Context: an optimization exercise on an open-source flow, tuned for small area, a short achievable clock period and few clock cycles per item. The choices shown serve that exercise and are no tape-out recipe. The RTL was checked by simulation tests, not by an equivalence proof against the original design. Power is estimated from default activity; no workload was simulated.

indigo:
==> flow/design.v (excerpt) <==
module safe_stop_release_supervisor_top #(
    parameter int POS_BITS    = 20,
    parameter int STREAK_BITS = 16
) (
    input  logic                                clk,
    input  logic                                rst_n,
    input  logic [1:0]                          s_tuser,
    input  logic [ssrs_pkg::IN_DATA_W-1:0]      s_tdata,
    input  logic                                s_tvalid,
    output logic                                s_tready,
    output logic [ssrs_pkg::OUT_DATA_W-1:0]     m_tdata,
    output logic                                m_tvalid,
    input  logic                                m_tready,
    input  logic                                cfg_valid,
    output logic                                cfg_ready,
    input  logic [ssrs_pkg::CFG_IDX_W-1:0]      cfg_index,
    input  logic [ssrs_pkg::POS_W-1:0]          cfg_data
);
export LEC_CHECK = 0
export ABC_CLOCK_PERIOD_IN_PS = 2000
export CAP_MARGIN = 20
export CORE_MARGIN = 2
export CORE_UTILIZATION = 60
export SETUP_SLACK_MARGIN = 5
export SLEW_MARGIN = 20
create_clock -name core_clock -period 8.0 [get_ports {clk}]
run.sh (not shown) runs the stock make flow with config.mk's settings and CLKGATE_MAP_FILE= SYNTH_SCRIPT=/design/flow/synth_recipe.tcl, a recipe that flattens the netlist after the stock synthesis.
Looking at the reports, indigo completed the entire flow and the layout it produced met the timing, design-rule and antenna checks.
Testbench counts of indigo, summed over its fixed seeds: cycles 24,176, items 23,331.
### indigo -> juniper
# indigo
export LEC_CHECK = 0
export ABC_CLOCK_PERIOD_IN_PS = 2000
export CAP_MARGIN = 20
export CORE_MARGIN = 2
export CORE_UTILIZATION = 60
export SETUP_SLACK_MARGIN = 5
export SLEW_MARGIN = 20
create_clock -name core_clock -period 8.0 [get_ports {clk}]
# juniper
export LEC_CHECK = 0
export ABC_CLOCK_PERIOD_IN_PS = 2000
export CAP_MARGIN = 20
export CORE_MARGIN = 2
export CORE_UTILIZATION = 35
export SETUP_SLACK_MARGIN = 3.8
export SLEW_MARGIN = 20
create_clock -name core_clock -period 8.0 [get_ports {clk}]
Notes after the runs:
- Looking only at global-route track usage on met2, and setting everything else aside, the lower value of juniper and indigo goes to juniper.
- Routed wire in juniper totals less than in indigo.
- Relative to indigo, juniper improves via count.
- For power in the clock group, dividing the value from juniper by the value from indigo gives 1.06.
- Largest vdd supply drop for juniper is lower than for indigo.
- Combinational gate power, juniper and indigo: higher on indigo
- Relative to indigo, juniper improves setup slack on the worst flop-to-flop path.
- Sort juniper and indigo by portion of total power attributed to the clock network desc -> top: juniper
## Diff of input files: garnet against juniper
# juniper
export LEC_CHECK = 0
export ABC_CLOCK_PERIOD_IN_PS = 2000
export CAP_MARGIN = 20
export CORE_MARGIN = 2
export CORE_UTILIZATION = 35
export SETUP_SLACK_MARGIN = 3.8
export SLEW_MARGIN = 20
create_clock -name core_clock -period 8.0 [get_ports {clk}]
# garnet
export LEC_CHECK = 0
export ABC_CLOCK_PERIOD_IN_PS = 2000
export CAP_MARGIN = 20
export CORE_MARGIN = 2
export CORE_UTILIZATION = 40
export SETUP_SLACK_MARGIN = 4.0
export SLEW_MARGIN = 20
create_clock -name core_clock -period 8.0 [get_ports {clk}]
Results
On half-perimeter wire length after detailed placement: garnet sits below juniper.
When the final numbers for garnet and juniper were put side by side, the share of the clock period used by the worst path turned out to be greater in garnet.
Per the comparison of garnet with juniper, hold slack shrank by 0.016 ns, largest net degree at the start of global routing has increased, total power consumption of the routed design increased about 0.47%.
Summary — area taken by multi-input logic gates, garnet relative to juniper: higher, by 2.0%.
Number of fillers in the final layout: garnet vs juniper down 1866
Comparing garnet and juniper, the higher final weighted congestion in routability-driven placement is on garnet.
Comparing die area for garnet and juniper, the smaller number came from garnet.

---

== fjord ==
Another version of the RTL of safe_stop_release_supervisor_top (not shown whole).
Size: about 3,600 cells after synthesis, about 820 flip-flops, roughly 210 I/O pins.
Settings: LEC_CHECK=0, ABC_CLOCK_PERIOD_IN_PS=3000, CAP_MARGIN=20, CORE_MARGIN=2, CORE_UTILIZATION=40, SETUP_SLACK_MARGIN=2, SLEW_MARGIN=20; clock period 8.0 ns.
Testbench counts of fjord, summed over its fixed seeds: cycles 24,176, items 23,331.
Edits applied to the flow inputs when going from fjord to cedar:
Settings: a change of SETUP_SLACK_MARGIN from 2 to 5; a change of ABC_CLOCK_PERIOD_IN_PS from 3000 to 2000.
Notes after the runs:
[compare] base=fjord new=cedar: die area now sits at about the same level; internal power now sits higher; netlist area before placement now sits at about the same level; fraction of met1 tracks used by global routing now sits higher; slew at the pin closest to its max-slew limit now sits higher.
Per the comparison of cedar with fjord, clock-pin transition on the worst setup and hold timing paths has remained practically unchanged, fraction of standard cell area in multi-input logic has increased.
Number of sinks driven by the clock tree came out exactly the same in fjord and cedar.

---

safe_stop_release_supervisor_top, a different RTL version from the one above (not shown whole).
For scale: about 3600 cells after synthesis, roughly 800 flip-flops, about 44000 um^2 of cells after synthesis.
clock: 8.0 ns
lec_check: 0
abc_clock_period_in_ps: 2000
cap_margin: 20
core_margin: 2
core_utilization: 40
setup_slack_margin: 5
slew_margin: 20
The baseline finished clean.
Testbench counts at the start, summed over its fixed seeds: cycles 24,144, items 23,331.
Rerun with:
Settings changed: ABC_CLOCK_PERIOD_IN_PS 2000 to 2500, SETUP_SLACK_MARGIN 5 to 4.5.
The changed run produced a clean layout; critical path depth is unchanged; area after synthesis does not change; sequential cell count is unchanged; setup slack degrades by 110 ps; synthesized cell count is unchanged; core utilization is lower by 0.53 points; global-route usage went down by 0.16 points; sequential power barely changes; clock skew drops by 14 ps; via count fell by about 1%; die area stays the same.

---

== rev 12 ==
Another version of the RTL of safe_stop_release_supervisor_top (not shown whole).
Size: ~3,500 cells after synthesis, about 610 flip-flops, about 210 I/O pins, ~38,000 µm² of cells after synthesis.
// safe_stop_release_supervisor_top
module safe_stop_release_supervisor_top #(
    parameter int POS_BITS    = 20,
    parameter int STREAK_BITS = 16
) (
    input  logic                                clk,
    input  logic                                rst_n,
    input  logic [1:0]                          s_tuser,
    input  logic [ssrs_pkg::IN_DATA_W-1:0]      s_tdata,
    input  logic                                s_tvalid,
    output logic                                s_tready,
    output logic [ssrs_pkg::OUT_DATA_W-1:0]     m_tdata,
    output logic                                m_tvalid,
    input  logic                                m_tready,
    input  logic                                cfg_valid,
    output logic                                cfg_ready,
    input  logic [ssrs_pkg::CFG_IDX_W-1:0]      cfg_index,
    input  logic [ssrs_pkg::POS_W-1:0]          cfg_data
);
    localparam logic [19:0] CUT = 20'b1010_1010_1010_1010_1010;
    localparam int F_V   = 0;    
    localparam int F_EV  = 1;    
  ...
clock: 8.0 ns
lec_check: 0
cap_margin: 20
core_margin: 2
core_utilization: 40
slew_margin: 20
Testbench counts of rev 12, summed over its fixed seeds: cycles 24,096, items 23,331.
Inputs modified between rev 12 and rev 13:
# rev 12
export LEC_CHECK = 0
export CAP_MARGIN = 20
export CORE_MARGIN = 2
export CORE_UTILIZATION = 40
export SLEW_MARGIN = 20
create_clock -name core_clock -period 8.0 [get_ports {clk}]
# rev 13
export LEC_CHECK = 0
export ABC_CLOCK_PERIOD_IN_PS = 2800
export CAP_MARGIN = 20
export CORE_MARGIN = 2
export CORE_UTILIZATION = 40
export SETUP_SLACK_MARGIN = 5
export SLEW_MARGIN = 20
create_clock -name core_clock -period 8.0 [get_ports {clk}]
==> comparison <==
- Number of combinational gates with multiple inputs: rev 12 vs rev 13 — no meaningful difference
- Going from rev 12 to rev 13, leakage power grew by more than 10%.
- Between rev 13 and rev 12, it is rev 13 whose met3 track demand over resource is higher, by 0.51 points.
- Going from rev 12 to rev 13, number of antenna diodes grows by 2.
- Summary: detailed-route wire length, rev 13 worse than rev 12
- Changes observed in rev 13 relative to rev 12: final critical-path setup slack went up 1100 ps, length of the first detailed-routing pass in iterations went down 1, via count went up 6.3%, clock skew went up 14 ps.

## afterwards: timing with drivers on the ports
The results above use ideal ports. As a check the final layouts listed here were re-extracted and re-timed, cells and wires unchanged.
Step 1, drivers: a clkbuf_16 drives clk and a buf_2 each remaining input, both assumed.
Step 2 also shifts input and output timing later by t, the mid clock arrival at the registers, as if the neighbouring blocks saw the same clock.
Three values: ideal ports, drivers, drivers and shift; two values: the first two.
run | shift t [ns] | setup WS [ns] | clock arrival spread, ns
indigo | 0.728 | 3.851 / 3.851 / 3.851 | 0.045 / 0.045
juniper | 0.734 | 3.894 / 3.894 / 3.778 | 0.026 / 0.027
garnet | 0.756 | 3.863 / 3.863 / 3.830 | 0.038 / 0.038
fjord | 0.713 | 2.688 / 2.688 / 2.404 | 0.027 / 0.026
cedar | 0.719 | 3.536 / 3.536 / 3.020 | 0.040 / 0.040
the first run of note 3 | 0.728 | 1.959 / 1.959 / 1.959 | 0.056 / 0.056
the second run of note 3 | 0.718 | 1.845 / 1.845 / 1.845 | 0.042 / 0.043
rev 12 | 0.675 | 1.537 / 1.537 / 1.537 | 0.037 / 0.037
rev 13 | 0.681 | 2.635 / 2.635 / 2.635 | 0.073 / 0.074
After both steps every run listed still meets setup and hold. For cedar, which loses most, drivers alone change the setup slack by 0.000 ns; drivers and shift together by -0.516 ns.
